Source: an optimization exercise on an open RTL-to-GDS flow (aim: small area). Production flows keep margins and buffers that such runs may drop.
The RTL was checked by simulation tests, not by an equivalence proof against the original design.
Power figures rest on the tool's default switching activity, not on a simulated workload.

==> inputs of job 3922 <==
==> flow/design.v (excerpt) <==
module sd_sector_buffer
#(
  parameter int          SECTOR_BYTES   = sd_pkg::SD_SECTOR_BYTES,
  parameter logic [31:0] DEFAULT_SECTOR = sd_pkg::SD_DEFAULT_SECTOR,
  parameter int          TIMEOUT_CYCLES = sd_pkg::SD_TIMEOUT_CYCLES
) (
  input  logic        i_clock,
  input  logic        i_reset,
  input  logic        i_sd_initialized,
  input  logic        i_load_start,
  input  logic [31:0] i_load_sector,
  output logic        o_rd_req,
  output logic [31:0] o_rd_sector,
  input  logic        i_rd_byte_valid,
  input  logic [7:0]  i_rd_byte,
  input  logic        i_rd_complete,
  input  logic [31:0] i_cpu_addr,
  output logic [31:0] o_cpu_rdata,
  output logic        o_buf_valid,
  output logic        o_busy,
  output logic        o_err,
  output logic [9:0]  o_byte_count
);
Settings: LEC_CHECK=0, CAP_MARGIN=20, CORE_MARGIN=2, CORE_UTILIZATION=55, CTS_CLUSTER_DIAMETER=60, CTS_CLUSTER_SIZE=28, GPL_TIMING_DRIVEN=0, PLACE_DENSITY=0.6, SETUP_SLACK_MARGIN=0.2, SLEW_MARGIN=20, SYNTH_HIERARCHICAL=1, SYNTH_MINIMUM_KEEP_SIZE=0; clock period 5.0 ns.
run.sh (not shown) runs the stock make flow with config.mk's settings and CLKGATE_MAP_FILE= SYNTH_SCRIPT=/design/flow/synth_recipe.tcl, a recipe that flattens the netlist after the stock synthesis.
==> inputs of job 3164, as changes to job 3922 <==
==> flow/flow/run.sh (new file) <==
#!/bin/bash
set -euo pipefail
export BUFFER_PORTS_ARGS="-buffer_cell sky130_fd_sc_hd__buf_2"
export CTS_ARGS="-sink_clustering_enable -repair_clock_nets -sink_clustering_size 32 -sink_clustering_max_diameter 66 -dont_use_dummy_load"
bash standard.sh > run_make.log 2>&1
==> flow/standard.sh (new file) <==
#!/bin/bash
# synth_recipe.tcl (not shown) runs the flow's synth.tcl, then flattens the netlist and writes it again
# the make line also repeats each setting of config.mk as NAME=value (left out here)
make -C /OpenROAD-flow-scripts/flow DESIGN_CONFIG=/design/flow/config.mk WORK_HOME=/design/flow/orfs CLKGATE_MAP_FILE= SYNTH_SCRIPT=/design/flow/synth_recipe.tcl "${@:-finish}"
==> flow/config.mk (replaced) <==
export PLATFORM = sky130hd
export DESIGN_NAME = sd_sector_buffer
export DESIGN_NICKNAME = sd_sector_buffer
export VERILOG_FILES = /design/flow/design.v
export SDC_FILE = /design/flow/constraint.sdc
export NUM_CORES = 4
export LEC_CHECK = 0
export CAP_MARGIN = 20
export CORE_MARGIN = 2
export CORE_UTILIZATION = 62
export CTS_CLUSTER_DIAMETER = 66
export CTS_CLUSTER_SIZE = 32
export GPL_TIMING_DRIVEN = 0
export PLACE_DENSITY = 0.68
export SETUP_SLACK_MARGIN = 0.2
export SLEW_MARGIN = 20
export SYNTH_HIERARCHICAL = 1
export SYNTH_MINIMUM_KEEP_SIZE = 0
removed: flow/run.sh
==> inputs of job 9640, as changes to job 3922 <==
--- a/flow/design.v
+++ b/flow/design.v
@@ -21,32 +21,28 @@
   input  logic [1:0][31:0] i_xdata,
   output logic [31:0]   o_rdata
 );
   logic [127:0][31:0] r_ring;
   logic [127:0][31:0] w_next;
   logic [31:0]        w_wd_n;
   assign w_wd_n = ~i_wdata;
   for (genvar p = 0; p < 128; p++) begin : g_pos
-    localparam int S  = p / 8;
-    localparam int K  = p % 8;
-    localparam int A  = (4 - (S % 4)) % 4;         
-    localparam int KP = 8 * S + (K + 7) % 8;       
-    if (K == A || K == A + 4) begin : g_port
+    if ((p % 4) == 0) begin : g_port
       for (genvar b = 0; b < 32; b++) begin : g_bit
         sd_ram_oai22 u_wp (
-          .i_a1 ((K == A) ? w_wd_n[b] : i_wdata[b]),
-          .i_a2 (!i_we[2 * S + ((K == A) ? 0 : 1)]),
-          .i_b1 (r_ring[KP][b]),
-          .i_b2 (i_we[2 * S + ((K == A) ? 0 : 1)]),
+          .i_a1 (((p / 4) % 2 == 0) ? w_wd_n[b] : i_wdata[b]),
+          .i_a2 (!i_we[p / 4]),
+          .i_b1 (r_ring[(p + 127) % 128][b]),
+          .i_b2 (i_we[p / 4]),
           .o_y  (w_next[p][b])
         );
       end
     end else begin : g_shift
-      assign w_next[p] = r_ring[KP];
+      assign w_next[p] = r_ring[p - 1];
     end
   end
   always_ff @(posedge i_clock) begin
     r_ring <= w_next;
   end
   logic [3:0][127:0][7:0] w_gdata;
   for (genvar q = 0; q < 4; q++) begin : g_grp
     for (genvar p = 0; p < 128; p++) begin : g_p
@@ -71,55 +67,51 @@
   input  logic [15:0]       i_col_n,
   input  logic [127:0][7:0] i_data,
   input  logic [1:0]        i_xsel,
   input  logic [1:0][7:0]   i_xdata,
   output logic [7:0]        o_rdata
 );
   logic [127:0] w_sel;        
   for (genvar p = 0; p < 128; p++) begin : g_dec
-    localparam int A = (4 - ((p / 8) % 4)) % 4;    
-    if ((((p % 8) - A + 8) % 8) < 4) begin : g_t
-      sd_ram_nor2 u_d (.i_a (i_row_n[p % 8]), .i_b (i_col_n[p / 8]), .o_y (w_sel[p]));
+    if (((p / 4) % 2) == 0) begin : g_t
+      sd_ram_nor2 u_d (.i_a (i_row_n[p / 16]), .i_b (i_col_n[p % 16]), .o_y (w_sel[p]));
     end else begin : g_i
-      sd_ram_nand2 u_d (.i_a (i_row[p % 8]), .i_b (i_col[p / 8]), .o_y (w_sel[p]));
+      sd_ram_nand2 u_d (.i_a (i_row[p / 16]), .i_b (i_col[p % 16]), .o_y (w_sel[p]));
     end
   end
   for (genvar b = 0; b < 8; b++) begin : g_rd
     logic [21:0] w_a;       
     logic [31:0] w_bt;      
     logic [65:0] w_td, w_ts;
     logic [9:0]  w_ah;      
     logic [15:0] w_bl;
     logic [2:0]  w_al;
     for (genvar k = 0; k < 64; k++) begin : g_tt
-      localparam int P = 8 * (k / 4) + ((4 - ((k / 4) % 4)) % 4 + (k % 4)) % 8;
-      assign w_td[k] = i_data[P][b];
-      assign w_ts[k] = w_sel[P];
+      assign w_td[k] = i_data[(k / 4) * 8 + (k % 4)][b];
+      assign w_ts[k] = w_sel[(k / 4) * 8 + (k % 4)];
     end
     assign w_td[64] = i_xdata[0][b];
     assign w_ts[64] = i_xsel[0];
     assign w_td[65] = i_xdata[1][b];
     assign w_ts[65] = i_xsel[1];
     for (genvar g = 0; g < 22; g++) begin : g_aoi
       sd_ram_aoi222 u_a (
         .i_a1 (w_td[3*g]),   .i_a2 (w_ts[3*g]),
         .i_b1 (w_td[3*g+1]), .i_b2 (w_ts[3*g+1]),
         .i_c1 (w_td[3*g+2]), .i_c2 (w_ts[3*g+2]),
         .o_y  (w_a[g])
       );
     end
     for (genvar g = 0; g < 32; g++) begin : g_oai
-      localparam int P0 = 8 * ((2*g) / 4) + ((4 - (((2*g) / 4) % 4)) % 4 + 4 + ((2*g) % 4)) % 8;
-      localparam int P1 = 8 * ((2*g+1) / 4) + ((4 - (((2*g+1) / 4) % 4)) % 4 + 4 + ((2*g+1) % 4)) % 8;
       sd_ram_oai22 u_o (
-        .i_a1 (i_data[P0][b]),
-        .i_a2 (w_sel[P0]),
-        .i_b1 (i_data[P1][b]),
-        .i_b2 (w_sel[P1]),
+        .i_a1 (i_data[((2*g) / 4) * 8 + 4 + ((2*g) % 4)][b]),
+        .i_a2 (w_sel[((2*g) / 4) * 8 + 4 + ((2*g) % 4)]),
+        .i_b1 (i_data[((2*g+1) / 4) * 8 + 4 + ((2*g+1) % 4)][b]),
+        .i_b2 (w_sel[((2*g+1) / 4) * 8 + 4 + ((2*g+1) % 4)]),
         .o_y  (w_bt[g])
       );
     end
     for (genvar g = 0; g < 5; g++) begin : g_na
       sd_ram_nand4 u_n (.i_a (w_a[4*g]), .i_b (w_a[4*g+1]), .i_c (w_a[4*g+2]), .i_d (w_a[4*g+3]),
                         .o_y (w_ah[g]));
     end
     sd_ram_nand2 u_n5 (.i_a (w_a[20]), .i_b (w_a[21]), .o_y (w_ah[5]));
@@ -193,33 +185,33 @@
   logic [9:0]    r_byte_count;
   logic          r_ovf;
   logic          r_auto_done;
   logic [TW-1:0] r_tmo;
   logic          r_cmpl_d;
   logic [31:0]   r_slot0, r_slot1;
   logic [5:0]    r_sidx0, r_sidx1;
   logic          r_srdy0, r_srdy1;
-  logic [2:0]    r_phase;
+  logic [6:0]    r_phase;
   logic          w_idle, w_fill;
   logic          w_auto;
   logic          w_start;
   logic [31:0]   w_start_sector;
   logic          w_byte_in;
   logic          w_byte_acc;
   logic [1:0]    w_lane;
   logic [9:0]    w_cnt_next;
   logic          w_ovf_next;
   logic          w_cmpl_rise;
   logic          w_done;
   logic          w_tmo_hit;
   logic [TW-1:0] w_tmo_step;
   logic          w_unused_addr;
   assign w_idle         = (r_state == sd_pkg::ST_IDLE);
-  assign w_fill         = (r_state == sd_pkg::ST_FILL) && !i_reset;   
+  assign w_fill         = (r_state == sd_pkg::ST_FILL);
   assign w_auto         = !r_auto_done && i_sd_initialized;
   assign w_start        = w_idle && (i_load_start || w_auto);
   assign w_start_sector = i_load_start ? i_load_sector : DEFAULT_SECTOR;
   assign w_byte_in      = w_fill && i_rd_byte_valid;
   assign w_byte_acc     = w_byte_in && !r_byte_count[9];
   assign w_lane         = r_byte_count[1:0];
   assign w_cnt_next     = r_byte_count + 10'(w_byte_acc);
   assign w_ovf_next     = r_ovf || (w_byte_in && !w_byte_acc);
@@ -296,20 +288,18 @@
   logic       w_lane0;
   logic       w_ready;       
   logic [6:0] w_tgt0, w_tgt1;
   logic       w_m0, w_m1;
   logic       w_wr0, w_wr1;
   assign w_slot  = r_byte_count[2];
   assign w_lane0 = w_byte_acc && (w_lane == 2'd0);
   assign w_ready = (w_byte_acc && (w_lane == 2'd3)) || (w_done && (w_cnt_next[1:0] != 2'd0));
-  assign w_tgt0 = {r_sidx0[2:0], 1'b0,
-                   3'(r_sidx0[5:3] + r_phase + 3'd1 + {r_sidx0[0], r_sidx0[0], 1'b0})};
-  assign w_tgt1 = {r_sidx1[2:0], 1'b1,
-                   3'(r_sidx1[5:3] + r_phase + 3'd1 + {1'b1, r_sidx1[0], 1'b1})};
+  assign w_tgt0 = {r_sidx0, 1'b0} + r_phase + 7'd1;
+  assign w_tgt1 = {r_sidx1, 1'b1} + r_phase + 7'd1;
   assign w_m0   = r_srdy0 && (w_tgt0[1:0] == 2'd0);
   assign w_m1   = r_srdy1 && (w_tgt1[1:0] == 2'd0);
   assign w_wr0  = w_m0;
   assign w_wr1  = w_m1 && !w_m0;
   always_ff @(posedge i_clock) begin
     if (w_byte_acc && !w_slot) begin
       if (w_lane == 2'd0) begin
         r_slot0 <= {24'h0, i_rd_byte};
@@ -336,30 +326,30 @@
     if (w_ready && w_slot) begin
       r_srdy1 <= 1'b1;
     end else if ((w_lane0 && w_slot) || w_wr1) begin
       r_srdy1 <= 1'b0;
     end
   end
   logic        w_hit0, w_hit1;
   logic        w_rzero;
-  logic [2:0]  w_rstep;
+  logic [6:0]  w_rpos;
   logic [7:0]  w_rrow;
   logic [15:0] w_rcol;
   logic        w_ren;
   logic [31:0] w_rword;
   logic [31:0] w_we;
   logic [4:0]  w_wport;
   logic [31:0] r_rdata;
   always_ff @(posedge i_clock) begin
-    r_phase <= r_phase + 3'd1;
+    r_phase <= r_phase + 7'd1;
   end
-  assign w_rstep = i_cpu_addr[8:6] + r_phase;
-  assign w_rrow  = w_ren ? (8'd1 << w_rstep) : 8'd0;
-  assign w_rcol  = 16'd1 << i_cpu_addr[5:2];
+  assign w_rpos  = i_cpu_addr[8:2] + r_phase;
+  assign w_rrow  = w_ren ? (8'd1 << w_rpos[6:4]) : 8'd0;
+  assign w_rcol  = 16'd1 << w_rpos[3:0];
   assign w_hit0  = r_srdy0 && !i_cpu_addr[2] && (r_sidx0 == i_cpu_addr[8:3]);
   assign w_hit1  = r_srdy1 &&  i_cpu_addr[2] && (r_sidx1 == i_cpu_addr[8:3]);
   assign w_rzero = i_reset || (i_cpu_addr[10:9] != 2'b00);
   assign w_ren   = !w_rzero && !w_hit0 && !w_hit1;
   always_ff @(posedge i_clock) begin
     r_rdata <= w_rword;
   end
   assign w_wport = w_wr0 ? w_tgt0[6:2] : w_tgt1[6:2];
==> flow/config.mk (replaced) <==
export PLATFORM = sky130hd
export DESIGN_NAME = sd_sector_buffer
export DESIGN_NICKNAME = sd_sector_buffer
export VERILOG_FILES = /design/flow/design.v
export SDC_FILE = /design/flow/constraint.sdc
export NUM_CORES = 4
export LEC_CHECK = 0
export CAP_MARGIN = 20
export CORE_MARGIN = 2
export CORE_UTILIZATION = 55
export CTS_CLUSTER_DIAMETER = 60
export CTS_CLUSTER_SIZE = 20
export GPL_TIMING_DRIVEN = 0
export PLACE_DENSITY = 0.65
export SLEW_MARGIN = 20
export SYNTH_HIERARCHICAL = 1
export SYNTH_MINIMUM_KEEP_SIZE = 0
==> run notes <==
Via count: job 3164 < job 3922 < job 9640.
Job 3164 ran to the end with no violations. Job 9640 ran to the end with violations: negative setup slack. Job 3922 finished but fails on negative setup slack.
In job 9640 the critical path depth is higher than in job 3922, by 2.
Sequential cell count is the same in job 3164 and job 3922.
Between job 3164 and job 3922, the lower design area is in job 3164 (gap 2.9%, measured against job 3922).
Sequential share of layout area: job 9640 < job 3922 < job 3164.
Of job 9640 and job 3922, job 3922 has the higher total power (gap about 4.3%, measured against job 3922).
The highest fmax belongs to job 3164, the lowest to job 9640.
Against job 3164, the utilization of job 9640 is lower by 6.1 points.
Between job 9640 and job 3164, the lower sequential power is in job 9640 (gap about 3%, measured against job 3164).

==> port drivers added, routing unchanged <==
In the flow no input, the clock included, has a driving cell. The finished layouts below were timed again as built, in two steps. Step 1, drivers: a clkbuf_16 drives i_clock and a buf_2 each remaining input, both assumed. Step 2 adds t to the input delays and takes it off the output delays; t is the mean of the earliest and latest rising clock arrival at the registers after step 1. Input paths then give back, and output paths get back, about the clock's delay inside the block. a / b / c = no drivers / after step 1 / after step 2; a / b = the first two.
| run | shift t [ns] | setup slack, ns | worst hold slack (ns) | clock arrival spread, ns |
|---|---|---|---|---|
| job 3922 | 0.974 | -0.012 / 0.053 / -0.921 | 0.328 / 0.328 / 0.328 | 0.038 / 0.037 |
| job 3164 | 0.972 | 0.114 / 0.114 / -0.775 | 0.287 / 0.261 / 0.287 | 0.069 / 0.068 |
| job 9640 | 0.998 | -0.126 / -0.110 / -1.109 | 0.312 / 0.312 / 0.312 | 0.042 / 0.043 |
Met with ideal ports but missed after step 2: setup timing in job 3164. For job 9640, which loses most, drivers alone change the setup slack by +0.016 ns; drivers and shift together by -0.983 ns.
